What follows belongs to an exercise in optimizing a design on an open flow for small area; a production flow would make more cautious choices.
Where RTL was checked, it was by simulation tests only, not by an equivalence proof against the original.
Function not checked in run 1: the RTL went through the layout flow alone.
Power and IR drop assume default switching activity.

==> flow/design.v <==
package sha_msg_feeder_pkg;
    localparam int DIGEST_W = 256;
    localparam int BYTE_W   = 8;
    typedef enum logic [2:0] {
        ST_IDLE,
        ST_CLR,
        ST_FEED,
        ST_STOP,
        ST_WAIT,
        ST_DONE
    } state_t;
endpackage
module sha_byte_sel #(
    parameter int MAX_BYTES = 32,
    parameter int IDX_W     = 5
) (
    input  logic [sha_msg_feeder_pkg::BYTE_W*MAX_BYTES-1:0] msg,
    input  logic [IDX_W-1:0]                                idx,
    input  logic                                            en,
    output logic [sha_msg_feeder_pkg::BYTE_W-1:0]           byte_out
);
    always_comb begin
        byte_out = '0;
        for (int k = 0; k < MAX_BYTES; k++) begin
            byte_out = byte_out | (msg[sha_msg_feeder_pkg::BYTE_W*k +: sha_msg_feeder_pkg::BYTE_W]
                                   & {sha_msg_feeder_pkg::BYTE_W{en && (idx == IDX_W'(k))}});
        end
    end
endmodule
module sha_msg_feeder #(
    parameter int MAX_BYTES   = 32,
    parameter int LEN_W       = 6,
    parameter int TIMEOUT_CYC = 1024
) (
    input  logic                        clk,
    input  logic                        reset,
    input  logic                        start,
    input  logic [sha_msg_feeder_pkg::BYTE_W*MAX_BYTES-1:0] msg,
    input  logic [LEN_W-1:0]            msg_len,
    input  logic                        msg_order,
    input  logic                        cmp_en,
    input  logic [sha_msg_feeder_pkg::DIGEST_W-1:0]         target,
    output logic                        busy,
    output logic                        done,
    output logic [sha_msg_feeder_pkg::DIGEST_W-1:0]         digest,
    output logic                        match,
    output logic                        err_len,
    output logic                        err_ovf,
    output logic                        err_timeout,
    output logic                        core_rst_n,
    output logic                        core_byte_rdy,
    output logic                        core_byte_stop,
    output logic [sha_msg_feeder_pkg::BYTE_W-1:0]           core_data,
    input  logic                        core_ovf,
    input  logic [sha_msg_feeder_pkg::DIGEST_W-1:0]         core_digest,
    input  logic                        core_done,
    output sha_msg_feeder_pkg::state_t                      state_dbg
);
    localparam int TW    = $clog2(TIMEOUT_CYC);
    localparam int IDX_W = $clog2(MAX_BYTES);
    localparam int CW    = (TW > IDX_W) ? TW : IDX_W;
    sha_msg_feeder_pkg::state_t                      state;
    logic [sha_msg_feeder_pkg::BYTE_W*MAX_BYTES-1:0] msg_l;
    logic [sha_msg_feeder_pkg::DIGEST_W-1:0]         tgt_dig_n;  
    logic                        dig_nv;      
    logic                        match_l;     
    logic                        len_z;       
    logic [IDX_W-1:0]            last;        
    logic                        order_l;
    logic [CW-1:0]               cnt;         
    logic [sha_msg_feeder_pkg::BYTE_W-1:0]           sel_byte;
    logic st_idle, st_clr, st_feed, st_stop, st_wait, st_done;
    assign st_idle = (state == sha_msg_feeder_pkg::ST_IDLE);
    assign st_clr  = (state == sha_msg_feeder_pkg::ST_CLR);
    assign st_feed = (state == sha_msg_feeder_pkg::ST_FEED);
    assign st_stop = (state == sha_msg_feeder_pkg::ST_STOP);
    assign st_wait = (state == sha_msg_feeder_pkg::ST_WAIT);
    assign st_done = (state == sha_msg_feeder_pkg::ST_DONE);
    assign state_dbg      = state;
    assign busy           = !st_idle;
    assign done           = st_done;
    assign core_rst_n     = st_feed || st_stop || st_wait;
    assign core_byte_rdy  = st_feed;
    assign core_byte_stop = st_stop || st_wait;
    assign core_data      = sel_byte;
    assign digest         = ~(tgt_dig_n | {sha_msg_feeder_pkg::DIGEST_W{dig_nv}});
    assign match          = st_idle && match_l;
    sha_byte_sel #(
        .MAX_BYTES (MAX_BYTES),
        .IDX_W     (IDX_W)
    ) u_byte_sel (
        .msg      (msg_l),
        .idx      (cnt[IDX_W-1:0]),
        .en       (st_feed),
        .byte_out (sel_byte)
    );
    logic [LEN_W-1:0] len_m1;
    logic             feed_end;
    logic             dig_eq;
    logic             tmo;
    logic             ld_tgt, ld_dig, hold_td;
    assign ld_tgt   = st_idle && start;
    assign ld_dig   = st_wait && core_done && !core_ovf;
    assign hold_td  = !(ld_tgt || ld_dig);
    assign len_m1   = msg_len - LEN_W'(1);
    assign feed_end = order_l ? (cnt[IDX_W-1:0] == '0) : (cnt[IDX_W-1:0] == last);
    assign dig_eq   = &(core_digest ^ tgt_dig_n);
    assign tmo      = (cnt[TW-1:0] == TW'(TIMEOUT_CYC - 1));
    always_ff @(posedge clk) begin
        if (st_idle) msg_l <= msg;
    end
    always_ff @(posedge clk) begin
        tgt_dig_n <= ~((target      & {sha_msg_feeder_pkg::DIGEST_W{ld_tgt}})
                     | (core_digest & {sha_msg_feeder_pkg::DIGEST_W{ld_dig}})
                     | (~tgt_dig_n  & {sha_msg_feeder_pkg::DIGEST_W{hold_td}}));
    end
    always_ff @(posedge clk) begin
        if (st_idle && start) begin
            last    <= len_m1[IDX_W-1:0];
            len_z   <= (msg_len == '0);
            order_l <= msg_order;
        end
    end
    always_ff @(posedge clk) begin
        if (st_idle) begin
            cnt <= msg_order ? CW'(len_m1[IDX_W-1:0]) : '0;
        end else if (st_feed) begin
            cnt <= order_l ? cnt - CW'(1) : cnt + CW'(1);
        end else if (st_stop) begin
            cnt <= '0;
        end else if (st_wait) begin
            cnt <= cnt + CW'(1);
        end
    end
    always_ff @(posedge clk) begin
        if (reset) begin
            state       <= sha_msg_feeder_pkg::ST_IDLE;
            dig_nv      <= 1'b1;
            match_l     <= 1'b0;
            err_len     <= 1'b0;
            err_ovf     <= 1'b0;
            err_timeout <= 1'b0;
        end else begin
            case (state)
                sha_msg_feeder_pkg::ST_IDLE: begin
                    if (start) begin
                        dig_nv      <= 1'b1;
                        err_ovf     <= 1'b0;
                        err_timeout <= 1'b0;
                        if (msg_len > LEN_W'(MAX_BYTES)) begin
                            err_len <= 1'b1;
                            match_l <= 1'b0;
                            state   <= sha_msg_feeder_pkg::ST_DONE;
                        end else begin
                            err_len <= 1'b0;
                            match_l <= cmp_en;
                            state   <= sha_msg_feeder_pkg::ST_CLR;
                        end
                    end
                end
                sha_msg_feeder_pkg::ST_CLR: begin
                    state <= len_z ? sha_msg_feeder_pkg::ST_STOP : sha_msg_feeder_pkg::ST_FEED;
                end
                sha_msg_feeder_pkg::ST_FEED: begin
                    if (core_ovf) begin
                        err_ovf <= 1'b1;
                        match_l <= 1'b0;
                        state   <= sha_msg_feeder_pkg::ST_DONE;
                    end else if (feed_end) begin
                        state   <= sha_msg_feeder_pkg::ST_STOP;
                    end
                end
                sha_msg_feeder_pkg::ST_STOP: begin
                    if (core_ovf) begin
                        err_ovf <= 1'b1;
                        match_l <= 1'b0;
                        state   <= sha_msg_feeder_pkg::ST_DONE;
                    end else begin
                        state   <= sha_msg_feeder_pkg::ST_WAIT;
                    end
                end
                sha_msg_feeder_pkg::ST_WAIT: begin
                    if (core_ovf || core_done || tmo) begin
                        state <= sha_msg_feeder_pkg::ST_DONE;
                        if (core_ovf) begin
                            err_ovf <= 1'b1;
                            match_l <= 1'b0;
                        end else if (core_done) begin
                            dig_nv  <= 1'b0;
                            match_l <= match_l && dig_eq;
                        end else begin
                            err_timeout <= 1'b1;
                            match_l     <= 1'b0;
                        end
                    end
                end
                sha_msg_feeder_pkg::ST_DONE: begin
                    state <= sha_msg_feeder_pkg::ST_IDLE;
                end
                default: state <= sha_msg_feeder_pkg::ST_IDLE;
            endcase
        end
    end
endmodule
==> flow/flow/run.sh <==
#!/bin/bash
set -e
export BUFFER_PORTS_ARGS="-buffer_cell sky130_fd_sc_hd__buf_1"
bash standard.sh > standard.log 2>&1
==> flow/standard.sh <==
#!/bin/bash
# synth_recipe.tcl (not shown) runs the flow's synth.tcl, then flattens the netlist and writes it again
# the make line also repeats each setting of config.mk as NAME=value (left out here)
make -C /OpenROAD-flow-scripts/flow DESIGN_CONFIG=/design/flow/config.mk WORK_HOME=/design/flow/orfs CLKGATE_MAP_FILE= SYNTH_SCRIPT=/design/flow/synth_recipe.tcl "${@:-finish}"
==> flow/config.mk <==
export PLATFORM = sky130hd
export DESIGN_NAME = sha_msg_feeder
export DESIGN_NICKNAME = sha_msg_feeder
export VERILOG_FILES = /design/flow/design.v
export SDC_FILE = /design/flow/constraint.sdc
export NUM_CORES = 4
export LEC_CHECK = 0
export CAP_MARGIN = 20
export CORE_AREA = 5 5 355 355
export DIE_AREA = 0 0 360 360
export SLEW_MARGIN = 20
==> flow/constraint.sdc <==
create_clock -name core_clock -period 5.0 [get_ports {clk}]
set_input_delay 1.0000 -clock core_clock [delete_from_list [all_inputs] [get_ports {clk}]]
set_output_delay 1.0000 -clock core_clock [all_outputs]
set_load 0.01 [all_outputs]
==> results of run 1 <==
==> Yosys cell counts (all sizes together) (3+ instances only) <==
master,n
ha,9
o2bb2ai,13
a22o,27
o221ai,4
edfxtp,273
buf,16
nor4,35
o21ai,29
xor2,70
a2111oi,3
or4,3
nor2,572
a221o,7
o2111ai,5
and3,7
nand4,45
o211ai,10
nand3,19
mux4,3
inv,12
and2,17
a221oi,296
clkbuf,135
nor3,14
nor2b,5
a222oi,5
o22ai,30
a21oi,25
a22oi,60
mux2i,3
dfxtp,264
nand2,62
nand2b,8
mux2,3
xnor2,88
a211oi,14
a2bb2oi,6
or3,5
==> final cells by class <==
type	instances	area (um2)
flip-flops and latches	537	13500
inverters	12	60.1
repair buffers	1109	4510
well taps	1625	2030
fillers	13300	89800
clock inverters	31	279
multi-input cells	1521	9490
clock buffers	92	2000
diodes	45	113
==> logic make-up (layout without fill, tap and decap cells) <==
| family | Yosys count | count (layout) | synth area share |
|---|---|---|---|
| AOI/OAI and AO/OA | 548 | 548 | 0.188 |
| other | 0 | 45 | 0 |
| adders and majority gates | 9 | 9 | 0.00478 |
| xor gates and xnor gates | 158 | 158 | 0.0588 |
| muxes | 9 | 9 | 0.00558 |
| buffers and inverters | 163 | 1244 | 0.0260 |
| and+or+nand+nor | 797 | 797 | 0.144 |
| DFF | 537 | 537 | 0.573 |
==> sequential cells by signal (all words and copies together), names as in the netlist <==
name and cells:
state 3, last 5, err_len 1, err_ovf 1
cnt 10, tgt_dig_n 256, msg_l 256, match_l 1
len_z 1, dig_nv 1, err_timeout 1, order_l 1
==> where the power goes <==
part | total [uW] | switching [uW] | internal (uW)
clock | 5140 | 2170 | 2980
sequential | 8020 | 1720 | 6300
combinational | 4560 | 2910 | 1650
total | 17700 | 6800 | 10900
==> worst reg2reg max path: stages, from the launching register on <==
cell,delay (ns)
dfxtp_1,0.57
o22ai_1,0.14
a221oi_1,0.69
nand4_1,0.50
nor4_1,0.87
nand4_1,0.17
or4_1,0.60
a311oi_1,0.29
==> through the flow <==
stage	hold WS, ns	cells	power, uW	worst slack [ns]	utilization
finish	0.458	4972	17700	0.238	0.263
CTS	0.442	4927	17800	0.253	0.262
global placement	0.446	4803	12500	0.218	0.243
floorplan	0.474	2221	9840	0.874	-
global route	0.460	4946	18400	0.0721	0.262
detailed placement	0.445	4804	12600	0.133	0.243
==> path summary, 6_finish.rpt <==
check                         startpoint              endpoint  slack, ns  cells after the start
setup reg to reg  tgt_dig_n[143]$_DFF_P_  match_l$_SDFFE_PP0P_       1.07                      7
setup / recovery   state[1]$_SDFFE_PP0P_          core_data[1]       0.24                     11
hold reg to reg     err_len$_SDFFE_PP0P_  err_len$_SDFFE_PP0P_       0.46                      2
hold / removal      err_len$_SDFFE_PP0P_  err_len$_SDFFE_PP0P_       0.46                      2
==> routing by layer <==
metal / vias to the layer above / global-route usage
li1: 10600 / -
met1: 12800 / 0.306
met2: 1876 / 0.470
met3: 530 / 0.0861
met4: 44 / 0.157
met5: - / 0
==> results_dict.tcl, run 1 <==
set metrics [dict create \
    status "finished clean" \
    hpwlAfterDp_mm 159 \
    post_cts_resized 0 \
    final_cell_area_um2 32000 \
    grt_max_degree 139 \
    start_kind "flop" \
    wl_met2_mm 90.9 \
    start_util 0.193 \
    drt-total-wl_mm 190 \
    ios 1057 \
    synth_top_area_frac 0.348 \
    cts-hold-fix-buffers 0 \
    place.gp.congestion 1.05 \
    yosys_most_used_dff "edfxtp_1" \
    synth_nets 3011 \
    die_area_um2 130000 \
    grt_overflow 0 \
    vias 25900 \
    drive_gt1_frac 0.0542 \
    critPathKind "flop to output pin" \
    dieWidth_um 360 \
    crit_arrival_ns 3.76 \
    cts_buffers 69 \
    htree_levels 3 \
    finalClockSkew_ns 0.0291 \
    period_minus_slack_ns 4.76 \
    synthCells 2221 \
    grt_pass1_vias 24700 \
    synth_area_leaders "edfxtp_1, dfxtp_1, a221oi_1" \
    topRoutingLayerUsed "met5" \
    required_ns 4.00 \
    wl_met3_mm 17.9 \
    dpl_cell_area_um2 29600 \
    fin_nets 4040 \
    grt_pass1_wl_mm 241 \
    end_kind "output pin" \
    ctsLongestPathBuffers 3 \
    via_per_inst 5.21 \
    core_um2 122000 \
    grt_antenna_before_repair 133 \
    critPathSlowestCell "dfxtp_1" \
    path_max_fanout 17 \
    drcViolationCount 0 \
    ir_worst_vdd_uv 363 \
    synth_edf_count 273 \
    root_buffer "clkbuf_16" \
    floorplan.rows 128 \
    ant_nets 0 \
    syn_avg_cell_area_um2 10.6 \
    port_buffers 1056 \
    cp.buffers_inverters 4 \
    clk_latency_ns 0.66 \
    dr.first_iter.drc_count 3442 \
    crit_family "simple AND/OR/NAND/NOR gates" \
    ys_types 57 \
    slew_violations 0 \
    synth.yosys.warnings 2 \
    finalHoldViolations 0 \
    cts_setup_buffers 0 \
    final_cell_mix "buf_1, nor2_1, a221oi_1, edfxtp_1, dfxtp_1" \
    synth_area_um2 23600 \
    die-height_um 360 \
    syn_to_final_growth_pct 35.7 \
    min_path_type "flop to flop" \
    crit_chain "nor2b_1 > nand2b_1 > buf_4 > inv_2 > and3_1 > a22oi_1 > nand4_1 > a2111oi_0 > buf_4 > nand4_1 > buf_1" \
    path_clk_slew_ns 0.06 \
    tightestPinTransition_ns 1.23 \
    ys_ff_latch 537 \
    synth_seq_area_share 0.573 \
    max-cap-violations 0 \
    firstDrtPassIters 9 \
    slowest_delay_ns 0.67 \
    final_common_cell "buf_1" \
    grt_setup_unrepaired "false" \
    grtUsageTotal 0.276 \
    cts_sinks 537 \
    relSlewSlack 0.180 \
    async_reset_ff_frac 0 \
    setup_violations 0 \
    fmax_mhz 210 \
    period_share 0.952 \
    cts_tree "yes" \
    yosys.area.top_type "edfxtp_1" \
    setup_tns_ns 0 \
    p_per_area_nw_per_um2 555 \
    drt-wirelength-per-cell_um 38.1 \
    power.static_leakage_uw 0.0104 \
    wl_met1_mm 67.1 \
]
==> run 2: changes to the inputs <==
--- a/flow/design.v
+++ b/flow/design.v
@@ -62,3 +62,3 @@
     sha_msg_feeder_pkg::state_t                      state;
-    logic [sha_msg_feeder_pkg::BYTE_W*MAX_BYTES-1:0] msg_l;
+    logic [sha_msg_feeder_pkg::BYTE_W*MAX_BYTES-1:0] msg_l_n;
     logic [sha_msg_feeder_pkg::DIGEST_W-1:0]         tgt_dig_n;  
@@ -91,3 +91,3 @@
     ) u_byte_sel (
-        .msg      (msg_l),
+        .msg      (~msg_l_n),
         .idx      (cnt[IDX_W-1:0]),
@@ -109,3 +109,4 @@
     always_ff @(posedge clk) begin
-        if (st_idle) msg_l <= msg;
+        msg_l_n <= ~((msg & {sha_msg_feeder_pkg::BYTE_W*MAX_BYTES{st_idle}})
+                   | (~msg_l_n & {sha_msg_feeder_pkg::BYTE_W*MAX_BYTES{st_clr || st_feed}}));
     end
@@ -117,5 +118,5 @@
     always_ff @(posedge clk) begin
-        if (st_idle && start) begin
+        if (st_idle) begin
             last    <= len_m1[IDX_W-1:0];
-            len_z   <= (msg_len == '0);
+            len_z   <= len_m1[LEN_W-1];
             order_l <= msg_order;
==> flow/flow/run.sh (replaced) <==
#!/bin/bash
set -e
export BUFFER_PORTS_ARGS="-buffer_cell sky130_fd_sc_hd__buf_1"
export CTS_ARGS="-sink_clustering_enable -repair_clock_nets -dont_use_dummy_load -sink_clustering_size 16 -sink_clustering_max_diameter 60 -buf_list sky130_fd_sc_hd__clkbuf_8"
bash standard.sh > standard.log 2>&1
==> run 2 against run 1 <==
Critical endpoint is now core_data[7]. Die area unchanged. Non-clock buffer count shrank 15. Total power hardly changed. Design area shrank 5.7%. Sequential power grew 9.2%. Still clean on timing, DRC and antenna. Worst hold slack got worse by 0.036 ns. Clock power fell by 42%. Global-route usage is 0.50 points lower. Critical path depth fell by 3. First-iteration DRC count grew 0.15%. Sequential share of layout area down 5.9 points.
==> results_dict.tcl, run 2 <==
set metrics [dict create \
    clk_latency_ns 0.76 \
    period_share 0.979 \
    start_util 0.193 \
    root_buffer "clkbuf_8" \
    final_cell_mix "buf_1, nor2_1, dfxtp_1, a21oi_1, a221oi_1" \
    cts_setup_buffers 0 \
    finalClockSkew_ns 0.101 \
    synth_top_family_by_area "compound AO/OA/AOI/OAI gates" \
    critPathSlowestCell "or4_1" \
    slowest_delay_ns 0.54 \
    dieWidth_um 360 \
    grt_setup_unrepaired "false" \
    floorplan.rows 128 \
    firstDrtPassIters 6 \
    power.static_leakage_uw 0.00999 \
    muxShareOfSynthArea 0.00854 \
    yosys_most_used_dff "dfxtp_1" \
    synth_area_um2 23500 \
    syn_avg_cell_area_um2 8.44 \
    critPathKind "flop to output pin" \
    holdCritStartpoint "target[85]" \
    htree_levels 3 \
    die_area_um2 130000 \
    die-height_um 360 \
    setup_tns_ns 0 \
    min_path_type "input pin to flop" \
    p_per_area_nw_per_um2 588 \
    power_frac_seq 0.494 \
    reg2reg_depth 7 \
    synth_xor_area_frac 0.0575 \
    synth.yosys.warnings 2 \
    hold_depth 2 \
    final_cell_area_um2 30100 \
    synth-simple-area-share 0.193 \
    reg2reg_slack_ns 1.75 \
    ys_ff_latch 537 \
    reg_top3 "msg_l_n: 256 flops, tgt_dig_n: 256 flops, cnt: 10 flops" \
    grt_overflow 0 \
    async_reset_ff_frac 0 \
    dr.first_iter.drc_count 3447 \
    period_minus_slack_ns 4.90 \
    rr_endpoint "tgt_dig_n[20]$_DFF_P_" \
    grt_pass1_wl_mm 242 \
    drcViolationCount 0 \
    via_per_inst 5.16 \
    clkPwrFrac 0.167 \
    cts_tree "yes" \
    ir_worst_vdd_uv 256 \
    place.gp.congestion 1.06 \
    dpl_cell_area_um2 29100 \
    vias 27900 \
    yosysMostFrequentCell "nor2_1" \
    internal-power_uw 9800 \
    hpwlAfterDp_mm 155 \
    crit_family "simple AND/OR/NAND/NOR gates" \
    ctsLongestPathBuffers 3 \
    port_buffers 1056 \
    finalHoldViolations 0 \
    grt_max_degree 179 \
    tightestPinTransition_ns 1.13 \
    synth_common_cells "nor2_1, dfxtp_1, a21oi_1" \
    synth-adder-area-share 0.00480 \
    drt-total-wl_mm 187 \
    slew_violations 0 \
    ant_nets 0 \
    status "finished clean" \
    syn_to_final_growth_pct 28.5 \
    fmax_mhz 204 \
    max-cap-violations 0 \
    path_max_fanout 11 \
    core_um2 122000 \
    switchingPower_uw 7930 \
    cts_buffers 70 \
    synth_nets 3569 \
    fin_nets 4540 \
    cts_sinks 537 \
    synth_seq_area_share 0.466 \
    setup_violations 0 \
    comb_power_share 0.339 \
    crit_arrival_ns 3.90 \
    final_common_cell "buf_1" \
    start_kind "flop" \
    cp.buffers_inverters 2 \
    fill_cells 13900 \
    relSlewSlack 0.246 \
    crit_chain "inv_1 > ha_1 > nand3_1 > o22ai_1 > or4_1 > nor3_1 > nand4_1 > buf_1" \
    drt-wirelength-per-cell_um 34.5 \
    end_kind "output pin" \
    min_to "tgt_dig_n[85]$_DFF_P_" \
    yosys.area.top_type "dfxtp_1" \
    synth_top_area_frac 0.444 \
    grt_pass1_vias 26700 \
    synth_edf_count 17 \
    post_cts_resized 1 \
    synth_area_leaders "dfxtp_1, nor2_1, a221oi_1" \
    ios 1057 \
    switching_share 0.447 \
    synth-compound-area-share 0.231 \
    synthCells 2779 \
    required_ns 4.00 \
    grt_antenna_before_repair 96 \
    r2r-start "state[2]$_SDFFE_PP0P_" \
    grtUsageTotal 0.271 \
    ys_types 67 \
    drive_gt1_frac 0.0398 \
    cts-hold-fix-buffers 0 \
    path_clk_slew_ns 0.09 \
]
run 2: cell count changes after synthesis, sizes merged, moves of 71 or more:
| cell | previous run | this run |
|---|---|---|
| nor2 | 572 | 836 |
| dfxtp | 264 | 520 |
| edfxtp | 273 | 17 |
| a21oi | 25 | 274 |
| buf | 16 | 87 |
| o22ai | 30 | 128 |
run 2: worst max-delay path by stage:
| stage | slack [ns] | depth (start not counted) | to | start |
|---|---|---|---|---|
| after global placement | 0.74 | 8 | core_data[2] | cnt[0]$_DFFE_PP_ |
| after detailed placement | 0.74 | 8 | core_data[2] | cnt[0]$_DFFE_PP_ |
| after CTS | 0.06 | 8 | core_data[7] | cnt[0]$_DFFE_PP_ |
| final | 0.10 | 8 | core_data[7] | cnt[0]$_DFFE_PP_ |
| after global routing | 0.02 | 7 | core_data[0] | state[1]$_SDFFE_PP0P_ |
| after floorplan | 1.61 | 9 | core_data[3] | cnt[0]$_DFFE_PP_ |
run 2: logic make-up (layout without fill, tap and decap cells):
logic type	count (synthesis)	in the layout
adder cells (fa/ha/maj)	9	9
buffers and inverters	212	1181
AND/OR/NAND/NOR	1074	1074
multiplexers	10	10
XOR/XNOR	154	154
flip-flops	537	537
AO/OA/AOI/OAI	783	783
other	0	37
run 2: metrics by stage:
stage | setup slack, ns | std cells | total power [uW] | utilization | hold WS (ns)
after floorplan | 1.61 | 2779 | 11400 | - | 0.463
after global placement | 0.740 | 5302 | 14700 | 0.239 | 0.473
after detailed placement | 0.742 | 5303 | 14700 | 0.239 | 0.477
after CTS | 0.0604 | 5373 | 17700 | 0.247 | 0.332
after global routing | 0.0196 | 5393 | 18500 | 0.247 | 0.366
final | 0.103 | 5410 | 17700 | 0.248 | 0.421
run 2: power by group through the flow:
stage	combinational, uW	clock [uW]	sequential, uW
floorplan	3810	0	7540
global placement	5860	0	8790
detailed placement	5940	0	8760
CTS	5980	3040	8690
global route	6480	3180	8890
finish	6010	2960	8760
run 2: metal layers:
layer  global-route usage  vias up  part of all wire
li1                     -    12100                 -
met1                0.312    13500              0.37
met2                0.451     1897              0.46
met3               0.0781      446             0.091
met4                0.154       18             0.074
met5                    0        -           0.00063
run 2: area by class of cell:
class	count	area, um2	share of cell area
Tap cell	1625	2030	0.0675
Clock buffer	70	963	0.0320
Antenna cell	37	92.6	0.00307
Sequential cell	537	10900	0.362
Inverter	17	63.8	0.00212
Multi-Input combinational cell	2030	11700	0.388
Timing Repair Buffer	1094	4370	0.145
==> run 3: changes to the inputs <==
==> flow/flow/run.sh (replaced) <==
#!/bin/bash
set -e
export BUFFER_PORTS_ARGS="-buffer_cell sky130_fd_sc_hd__buf_1"
export CTS_ARGS="-sink_clustering_enable -repair_clock_nets -dont_use_dummy_load -sink_clustering_size 13 -sink_clustering_max_diameter 150 -buf_list sky130_fd_sc_hd__clkbuf_8"
bash standard.sh > standard.log 2>&1
==> run 3 against run 2 <==
Count of clock-buffer cells in the layout down 21. Via count up 0.55%. Global-route usage down 0.055 points.
==> results_dict.tcl, run 3 <==
set metrics [dict create \
    start_util 0.193 \
    synth.yosys.warnings 2 \
    via_per_inst 5.20 \
    setup_violations 0 \
    critPathSlowestCell "edfxtp_1" \
    synth_seq_area_share 0.466 \
    end_kind "output pin" \
    switchingPower_uw 7870 \
    synthCells 2779 \
    dieWidth_um 360 \
    crit_family "simple AND/OR/NAND/NOR gates" \
    comb_power_share 0.349 \
    final_cell_area_um2 29900 \
    grt_pass1_vias 26500 \
    dpl.cell_count 5303 \
    grt_antenna_before_repair 107 \
    drcViolationCount 0 \
    grt_setup_unrepaired "false" \
    yosys_most_used_dff "dfxtp_1" \
    finalClockSkew_ns 0.0781 \
    synth_top_area_frac 0.444 \
    internal-power_uw 9430 \
    yosysMostFrequentCell "nor2_1" \
    path_max_fanout 11 \
    tightestPinTransition_ns 1.20 \
    power_frac_seq 0.507 \
    synth_area_um2 23500 \
    final_cells 5400 \
    grt_max_degree 179 \
    clk_latency_ns 0.73 \
    final_util 0.246 \
    synth_nets 3569 \
    cts-hold-fix-buffers 0 \
    min_path_type "input pin to flop" \
    slowest_delay_ns 0.53 \
    fin_nets 4521 \
    floorplan.rows 128 \
    htree_levels 2 \
    synth_area_leaders "dfxtp_1, nor2_1, a221oi_1" \
    relSlewSlack 0.197 \
    drt-wirelength-per-cell_um 34.6 \
    ys_types 67 \
    drt-total-wl_mm 187 \
    ctsLongestPathBuffers 3 \
    cts_tree "yes" \
    final_common_cell "buf_1" \
    clkPwrFrac 0.145 \
    async_reset_ff_frac 0 \
    syn_to_final_growth_pct 27.5 \
    die_area_um2 130000 \
    root_buffer "clkbuf_8" \
    max-cap-violations 0 \
    required_ns 4.00 \
    period_minus_slack_ns 4.88 \
    vias 28100 \
    ys_ff_latch 537 \
    p_per_area_nw_per_um2 579 \
    cts_buffers 49 \
    period_share 0.976 \
    ios 1057 \
    dr.first_iter.drc_count 3477 \
    critPathKind "flop to output pin" \
    hpwlAfterDp_mm 155 \
    place.gp.congestion 1.06 \
    ir_worst_vdd_uv 245 \
    fmax_mhz 205 \
    ant_nets 0 \
    dpl_cell_area_um2 29100 \
    port_buffers 1056 \
    grtUsageTotal 0.270 \
    final_cell_mix "buf_1, nor2_1, dfxtp_1, a21oi_1, a221oi_1" \
    crit_chain "inv_1 > ha_1 > nand3_1 > o22ai_1 > or4_1 > nor3_1 > nand3_1 > buf_1" \
    cts_sinks 537 \
    switching_share 0.455 \
    grt_pass1_wl_mm 242 \
    cp.buffers_inverters 2 \
    grt_overflow 0 \
    synth_edf_count 17 \
    slew_violations 0 \
    path_clk_slew_ns 0.10 \
    synth_common_cells "nor2_1, dfxtp_1, a21oi_1" \
    die-height_um 360 \
    setup_tns_ns 0 \
    yosys.area.top_type "dfxtp_1" \
    drive_gt1_frac 0.0351 \
    start_kind "flop" \
    power.static_leakage_uw 0.00985 \
    core_um2 122000 \
    crit_top_cell "nand3_1" \
    firstDrtPassIters 7 \
    syn_avg_cell_area_um2 8.44 \
    status "finished clean" \
    finalHoldViolations 0 \
    crit_arrival_ns 3.88 \
    reg_top3 "msg_l_n: 256 flops, tgt_dig_n: 256 flops, cnt: 10 flops" \
]
[run 3: cell families after synthesis]
group           share of synthesized area
simple gates                        0.193
fa+ha+maj                         0.00480
buf+inv                            0.0393
flops                               0.466
mux                               0.00854
xor+xnor                           0.0575
compound gates                      0.231
[run 3: power by group through the flow]
stage | registers, uW | logic [uW] | clock network, uW
final | 8770 | 6030 | 2500
after global routing | 8880 | 6490 | 2710
after CTS | 8680 | 5980 | 2580
after detailed placement | 8760 | 5940 | 0
after global placement | 8790 | 5860 | 0
after floorplan | 7540 | 3810 | 0
[run 3: layout make-up]
| type | count | area (um2) |
|---|---|---|
| fillers | 13900 | 91800 |
| flip-flops and latches | 537 | 10900 |
| well taps | 1625 | 2030 |
| multi-input cells | 2030 | 11700 |
| inverters | 17 | 63.8 |
| diodes | 46 | 115 |
| clock buffers | 49 | 674 |
| repair buffers | 1096 | 4400 |
[run 3: worst register-to-register path: cells and delay by family, from the launching register on]
kind,cells,cell delay [ns]
AO/OA/AOI/OAI,1,0.26
buffers and inverters,2,1.02
flip-flops,1,0.75
AND/OR/NAND/NOR,2,1.06
[run 3: what timing repair did]
| action | in CTS | in global routing |
|---|---|---|
| pin swaps | 0 | 0 |
| hold endpoints to repair | 0 | 0 |
| resized for setup | 2 | 0 |
| buffers inserted | 0 | 2 |
| endpoints found under the setup margin | 2 | 1 |
[run 3: routing by layer]
layer,global-route usage,wire length [um],up-vias
met4,0.151,12600,20
met3,0.0693,16300,436
met1,0.318,70900,13700
met5,0,153,-
met2,0.449,87100,1885
li1,-,-,12000
[run 3: path summary, 6_finish.rpt]
kind | cells after the start | end | start | slack (ns)
setup / recovery | 8 | core_data[1] | cnt[0]$_DFFE_PP_ | 0.12
hold reg to reg | 2 | msg_l_n[178]$_DFF_P_ | msg_l_n[178]$_DFF_P_ | 0.49
hold / removal | 2 | msg_l_n[154]$_DFF_P_ | msg[154] | 0.43
setup reg to reg | 5 | tgt_dig_n[202]$_DFF_P_ | state[2]$_SDFFE_PP0P_ | 1.76
[run 3: per-stage QoR]
| step | hold slack, ns | total power (uW) | setup slack (ns) |
|---|---|---|---|
| floorplan | 0.463 | 11400 | 1.61 |
| global placement | 0.473 | 14700 | 0.740 |
| detailed placement | 0.477 | 14700 | 0.742 |
| CTS | 0.333 | 17200 | 0.0957 |
| global route | 0.391 | 18100 | 0.0226 |
| finish | 0.431 | 17300 | 0.122 |
==> run 4: changes to the inputs <==
--- a/flow/config.mk
+++ b/flow/config.mk
@@ -7,5 +7,5 @@
 export LEC_CHECK = 0
-export CAP_MARGIN = 20
+export CAP_MARGIN = 5
 export CORE_AREA = 5 5 355 355
 export DIE_AREA = 0 0 360 360
-export SLEW_MARGIN = 20
+export SLEW_MARGIN = 5
==> run 4 against run 3 <==
Flip-flop and latch count stayed put. Die area stayed put. Worst hold slack worse by 0.0033 ns. Synthesized cell count stayed put. Clock skew is 0.021 ns lower. Utilization hardly changed. Non-clock buffer count stayed put. Cell count is 0.11% lower. Total power is 0.10% lower. Wire length is 0.31% lower.
==> results_dict.tcl, run 4 <==
set metrics [dict create \
    dr.first_iter.drc_count 3597 \
    critPathSlowestCell "or4_1" \
    slew_violations 0 \
    synth_nets 3569 \
    ir_worst_vdd_uv 283 \
    finalHoldViolations 0 \
    async_reset_ff_frac 0 \
    yosys.area.top_type "dfxtp_1" \
    synthCells 2779 \
    reg_top3 "msg_l_n: 256 flops, tgt_dig_n: 256 flops, cnt: 10 flops" \
    tightestPinTransition_ns 1.18 \
    root_buffer "clkbuf_8" \
    drcViolationCount 0 \
    ys_types 67 \
    synth_area_leaders "dfxtp_1, nor2_1, a221oi_1" \
    final_common_cell "buf_1" \
    port_buffers 1056 \
    p_per_area_nw_per_um2 579 \
    clkPwrFrac 0.145 \
    core_um2 122000 \
    fmax_mhz 202 \
    drive_gt1_frac 0.0338 \
    fin_nets 4520 \
    via_per_inst 5.18 \
    relSlewSlack 0.208 \
    period_minus_slack_ns 4.94 \
    comb_power_share 0.348 \
    cp.buffers_inverters 2 \
    crit_chain "inv_1 > ha_1 > nand3_1 > o22ai_1 > or4_1 > nor3_1 > nand4_1 > buf_1" \
    synth_area_um2 23500 \
    power.static_leakage_uw 0.00984 \
    required_ns 4.00 \
    floorplan.rows 128 \
    power_frac_seq 0.507 \
    switchingPower_uw 7870 \
    crit_arrival_ns 3.94 \
    synth.yosys.warnings 2 \
    start_kind "flop" \
    grt_overflow 0 \
    synth_top_area_frac 0.444 \
    die_area_um2 130000 \
    slowest_delay_ns 0.53 \
    setup_tns_ns 0 \
    synth_edf_count 17 \
    synth-compound-area-share 0.231 \
    ys_ff_latch 537 \
    yosys_most_used_dff "dfxtp_1" \
    start_util 0.193 \
    holdCritStartpoint "target[135]" \
    crit_family "simple AND/OR/NAND/NOR gates" \
    min_to "tgt_dig_n[135]$_DFF_P_" \
    multi_input_area_um2 11700 \
    cts_buffers 48 \
    hold_depth 2 \
    vias 27900 \
    grtUsageTotal 0.270 \
    synth-simple-area-share 0.193 \
    place.gp.congestion 1.06 \
    dieWidth_um 360 \
    ios 1057 \
    grt_antenna_before_repair 107 \
    hpwlAfterDp_mm 156 \
    drt-total-wl_mm 186 \
    synth_common_cells "nor2_1, dfxtp_1, a21oi_1" \
    rr_endpoint "tgt_dig_n[177]$_DFF_P_" \
    critPathKind "flop to output pin" \
    end_kind "output pin" \
    synth-adder-area-share 0.00480 \
    final_cells 5394 \
    r2r-start "state[2]$_SDFFE_PP0P_" \
    period_share 0.988 \
    grt_setup_unrepaired "false" \
    die-height_um 360 \
    cts_tree "yes" \
    drt-wirelength-per-cell_um 34.6 \
    cts-hold-fix-buffers 0 \
    regArea_um2 10900 \
    yosysMostFrequentCell "nor2_1" \
    synth_top_family_by_area "compound AO/OA/AOI/OAI gates" \
    grt_pass1_wl_mm 242 \
    grt_max_degree 179 \
    min_path_type "input pin to flop" \
    cts_sinks 537 \
    finalPower_uw 17300 \
    clk_latency_ns 0.73 \
    firstDrtPassIters 7 \
    reg2reg_slack_ns 1.73 \
    syn_to_final_growth_pct 27.3 \
    fill_cells 13900 \
    final_cell_mix "buf_1, nor2_1, dfxtp_1, a21oi_1, a221oi_1" \
    path_clk_slew_ns 0.11 \
    dpl.cell_count 5304 \
    synth_seq_area_share 0.466 \
    ctsLongestPathBuffers 3 \
    syn_avg_cell_area_um2 8.44 \
    switching_share 0.455 \
    htree_levels 2 \
    max-cap-violations 0 \
    reg2reg_depth 5 \
    synth_xor_area_frac 0.0575 \
    setup_violations 0 \
    ant_nets 0 \
    internal-power_uw 9420 \
    status "finished clean" \
    grt_pass1_vias 26500 \
    finalClockSkew_ns 0.0570 \
    muxShareOfSynthArea 0.00854 \
    path_max_fanout 11 \
]
## run 4: routing by layer
metal | routed length (um) | share of wire | up-vias | track usage
met4 | 13400 | 0.072 | 24 | 0.150
met5 | 139 | 0.00075 | - | 0
li1 | - | - | 12000 | -
met2 | 86300 | 0.46 | 1818 | 0.449
met1 | 70300 | 0.38 | 13600 | 0.315
met3 | 16400 | 0.088 | 497 | 0.0728
## run 4: cell families after synthesis
group / count (synthesis)
AOI/OAI and AO/OA: 783
xor gates and xnor gates: 154
adders and majority gates: 9
buffers and inverters: 212
DFF: 537
muxes: 10
and+or+nand+nor: 1074
## run 4: worst max-delay path by stage
stage,from,to,cells past startpoint
after floorplan,cnt[0]$_DFFE_PP_,core_data[3],9
after global placement,cnt[0]$_DFFE_PP_,core_data[2],8
after detailed placement,cnt[0]$_DFFE_PP_,core_data[2],8
after CTS,cnt[0]$_DFFE_PP_,core_data[7],8
after global routing,state[2]$_SDFFE_PP0P_,core_data[7],7
final,cnt[0]$_DFFE_PP_,core_data[7],8
## run 4: worst register-to-register path: cells and delay by family, from the launching register on
| kind | cells | cell delay (ns) |
|---|---|---|
| DFF | 1 | 0.74 |
| buffers and inverters | 2 | 1.03 |
| AOI/OAI and AO/OA | 1 | 0.26 |
| and+or+nand+nor | 2 | 1.08 |
## run 4: layout make-up
class	instances	area share
Antenna cell	41	0.00344
Clock buffer	48	0.0221
Inverter	17	0.00214
Multi-Input combinational cell	2030	0.391
Sequential cell	537	0.366
Tap cell	1625	0.0681
Timing Repair Buffer	1096	0.147
## run 4: power groups by stage
| stage | Sequential [uW] | Clock [uW] | Combinational (uW) |
|---|---|---|---|
| finish | 8760 | 2500 | 6020 |
| global route | 8870 | 2690 | 6480 |
| CTS | 8670 | 2580 | 5990 |
| detailed placement | 8760 | 0 | 5950 |
| global placement | 8790 | 0 | 5860 |
| floorplan | 7540 | 0 | 3810 |
## run 4: repair_timing
action                                 CTS  global route
setup buffers                            0             1
setup endpoints to repair                1             3
gates resized for setup                  1             0
endpoints found under the hold margin    0             0
gates cloned                             0             0
## run 4: through the flow
stage / utilization / worst slack [ns] / hold slack [ns] / instance area [um2]
2_1_floorplan: - / 1.61 / 0.463 / 23500
3_3_place_gp: 0.239 / 0.740 / 0.473 / 29100
3_5_place_dp: 0.239 / 0.774 / 0.478 / 29100
4_1_cts: 0.244 / 0.00962 / 0.320 / 29700
5_1_grt: 0.245 / 0.0226 / 0.388 / 29800
6_report: 0.245 / 0.0595 / 0.428 / 29900
==> run 5: changes to the inputs <==
==> flow/flow/run.sh (replaced) <==
#!/bin/bash
set -e
export BUFFER_PORTS_ARGS="-buffer_cell sky130_fd_sc_hd__buf_1"
export CTS_ARGS="-sink_clustering_enable -repair_clock_nets -dont_use_dummy_load -sink_clustering_size 26 -sink_clustering_max_diameter 150 -buf_list sky130_fd_sc_hd__clkbuf_16"
bash standard.sh > standard.log 2>&1
==> run 5 against run 4 <==
Highest routed layer unchanged. Sequential share of layout area barely moved. Clock power rose by 4%. Synthesized area stayed put. Global-route usage decreased by 0.19 points. Still clean on timing, DRC and antenna. Clock skew down 0.015 ns.
==> results_dict.tcl, run 5 <==
set metrics [dict create \
    final_cells 5368 \
    cts_tree "yes" \
    finalHoldViolations 0 \
    grt_pass1_wl_mm 241 \
    setup_tns_ns 0 \
    topRoutingLayerUsed "met5" \
    cts-hold-fix-buffers 0 \
    synth_seq_area_share 0.466 \
    dieWidth_um 360 \
    grt_overflow 0 \
    synth_top_area_frac 0.444 \
    drcViolationCount 0 \
    tightestPinTransition_ns 1.16 \
    wl_met1_mm 70.4 \
    max-cap-violations 0 \
    regArea_um2 10900 \
    final_cell_mix "buf_1, nor2_1, dfxtp_1, a21oi_1, a221oi_1" \
    dr.first_iter.drc_count 3488 \
    switching_share 0.450 \
    synth_common_cells "nor2_1, dfxtp_1, a21oi_1" \
    syn_to_final_growth_pct 27.3 \
    min_to "tgt_dig_n[180]$_DFF_P_" \
    drt-total-wl_mm 186 \
    place.gp.congestion 1.06 \
    yosys.area.top_type "dfxtp_1" \
    synth_area_um2 23500 \
    grtUsageTotal 0.268 \
    port_buffers 1056 \
    start_kind "flop" \
    start_util 0.193 \
    final_common_cell "buf_1" \
    drive_gt1_frac 0.0281 \
    grt_setup_unrepaired "false" \
    clk_latency_ns 0.65 \
    required_ns 4.00 \
    ir_worst_vdd_uv 331 \
    cts_sinks 537 \
    synth.yosys.warnings 2 \
    path_clk_slew_ns 0.12 \
    via_per_inst 5.18 \
    critPathKind "flop to output pin" \
    die_area_um2 130000 \
    crit_arrival_ns 3.91 \
    end_kind "output pin" \
    synth_nets 3569 \
    status "finished clean" \
    switchingPower_uw 7800 \
    wl_met2_mm 86.7 \
    drt-wirelength-per-cell_um 34.6 \
    hpwlAfterDp_mm 156 \
    setup_violations 0 \
    core_um2 122000 \
    ys_types 67 \
    die-height_um 360 \
    path_max_fanout 11 \
    period_share 0.982 \
    synthCells 2779 \
    rr_endpoint "tgt_dig_n[166]$_DFF_P_" \
    ctsLongestPathBuffers 3 \
    synth_edf_count 17 \
    clkPwrFrac 0.149 \
    ios 1057 \
    post_cts_resized 0 \
    period_minus_slack_ns 4.91 \
    ant_nets 0 \
    min_path_type "input pin to flop" \
    async_reset_ff_frac 0 \
    cts_setup_buffers 0 \
    r2r-start "state[2]$_SDFFE_PP0P_" \
    wl_met3_mm 16.1 \
    cts_buffers 28 \
    root_buffer "clkbuf_16" \
    holdCritStartpoint "target[180]" \
    internal-power_uw 9550 \
    htree_levels 1 \
    ys_ff_latch 537 \
    power_frac_seq 0.504 \
    grt_antenna_before_repair 101 \
    reg2reg_depth 5 \
    syn_avg_cell_area_um2 8.44 \
    dpl.cell_count 5304 \
    reg_top3 "msg_l_n: 256 flops, tgt_dig_n: 256 flops, cnt: 10 flops" \
    slew_violations 0 \
    yosysMostFrequentCell "nor2_1" \
    firstDrtPassIters 7 \
    relSlewSlack 0.225 \
    grt_max_degree 179 \
    floorplan.rows 128 \
    multi_input_area_um2 11700 \
    vias 27800 \
    hold_depth 2 \
    reg2reg_slack_ns 1.74 \
    fin_nets 4499 \
    finalClockSkew_ns 0.0423 \
    fill_cells 13800 \
    comb_power_share 0.347 \
    p_per_area_nw_per_um2 581 \
    grt_pass1_vias 26300 \
    power.static_leakage_uw 0.00983 \
    yosys_most_used_dff "dfxtp_1" \
    synth_area_leaders "dfxtp_1, nor2_1, a221oi_1" \
    fmax_mhz 204 \
]
-- run 5: changes by cell type in the layout (fill, tap and decap cells not counted) --
cell       delta
buf_12        -1
clkbuf_16    +28
clkbuf_8     -48
diode_2       -5
nor3_1        +1
nor3_2        -1
-- run 5: worst max-delay path: stages, from the launching register on --
cell and delay [ns]:
edfxtp_1 0.53, inv_1 0.17, ha_1 0.41, nand3_1 0.42, o22ai_1 0.13, or4_1 0.53
nor3_1 0.52, nand4_1 0.33, buf_1 0.21
-- run 5: power by group through the flow --
stage / combinational [uW] / clock (uW) / sequential, uW
6_report: 6010 / 2590 / 8750
3_5_place_dp: 5950 / 0 / 8760
2_1_floorplan: 3810 / 0 / 7540
5_1_grt: 6480 / 2770 / 8860
4_1_cts: 5990 / 2650 / 8670
3_3_place_gp: 5860 / 0 / 8790
-- run 5: kinds of logic (layout without fill, tap and decap cells) --
family	Yosys count	count (layout)	synth area share
buf+inv	212	1140	0.0393
xor+xnor	154	154	0.0575
compound gates	783	783	0.231
mux	10	10	0.00854
simple gates	1074	1074	0.193
other cells	0	36	0
flops	537	537	0.466
fa+ha+maj	9	9	0.00480
-- run 5: routing by layer --
layer  vias to the layer above  global-route usage
li1                      12000                   -
met1                     13600               0.313
met2                      1753               0.449
met3                       438              0.0742
met4                        24               0.140
met5                         -                   0
-- run 5: area by class of cell --
class | instances | share of cell area
diodes | 36 | 0.00302
clock buffers | 28 | 0.0235
inverters | 17 | 0.00214
multi-input cells | 2030 | 0.391
flip-flops and latches | 537 | 0.366
well taps | 1625 | 0.0681
repair buffers | 1095 | 0.147
-- run 5: worst max path at each step --
| stage | startpoint | end | cells after the start |
|---|---|---|---|
| 5_1_grt | cnt[0]$_DFFE_PP_ | core_data[2] | 8 |
| 3_5_place_dp | cnt[0]$_DFFE_PP_ | core_data[2] | 8 |
| 2_1_floorplan | cnt[0]$_DFFE_PP_ | core_data[3] | 9 |
| 4_1_cts | cnt[0]$_DFFE_PP_ | core_data[2] | 8 |
| 6_report | cnt[0]$_DFFE_PP_ | core_data[2] | 8 |
| 3_3_place_gp | cnt[0]$_DFFE_PP_ | core_data[2] | 8 |
-- run 5: stage by stage --
step	setup WS, ns	util	cell area [um2]	hold slack (ns)	power, uW
2_1_floorplan	1.61	-	23500	0.463	11400
3_3_place_gp	0.740	0.239	29100	0.473	14700
3_5_place_dp	0.774	0.239	29100	0.478	14700
4_1_cts	0.0254	0.245	29800	0.447	17300
5_1_grt	0.000239	0.245	29800	0.480	18100
6_report	0.0910	0.245	29900	0.490	17400

-- separate check: timing with driven ports --
The flow's constraints put no driver on any port. The routed layouts listed below were extracted and timed again, unchanged, in two steps. Step 1: set_driving_cell puts a clkbuf_16 on clk and a buf_2 on each other input, an assumption about the parent block. Step 2 times the ports against the registers' clock, not the clock port: input delays grow and output delays shrink by t, the midpoint of the rising clock arrivals with the driver on. Slacks: ideal / step 1 / step 2; pairs: ideal / step 1.
run | t, ns | setup WS [ns] | worst data-port slew with drivers (ns) | pins driven straight from the clock port
run 1 | 0.720 | 0.238 / 0.168 / 0.135 | 0.26 | 1
run 2 | 0.762 | 0.103 / 0.035 / 0.798 | 0.25 | 1
run 3 | 0.761 | 0.122 / 0.056 / 0.817 | 0.24 | 1
run 4 | 0.771 | 0.060 / -0.004 / 0.767 | 0.26 | 1
run 5 | 0.712 | 0.091 / 0.021 / 0.733 | 0.28 | 1
After both steps setup and hold are still met in every run listed. The setup slack of run 1, which loses most, moves by -0.070 ns with the drivers and by -0.103 ns with both steps.
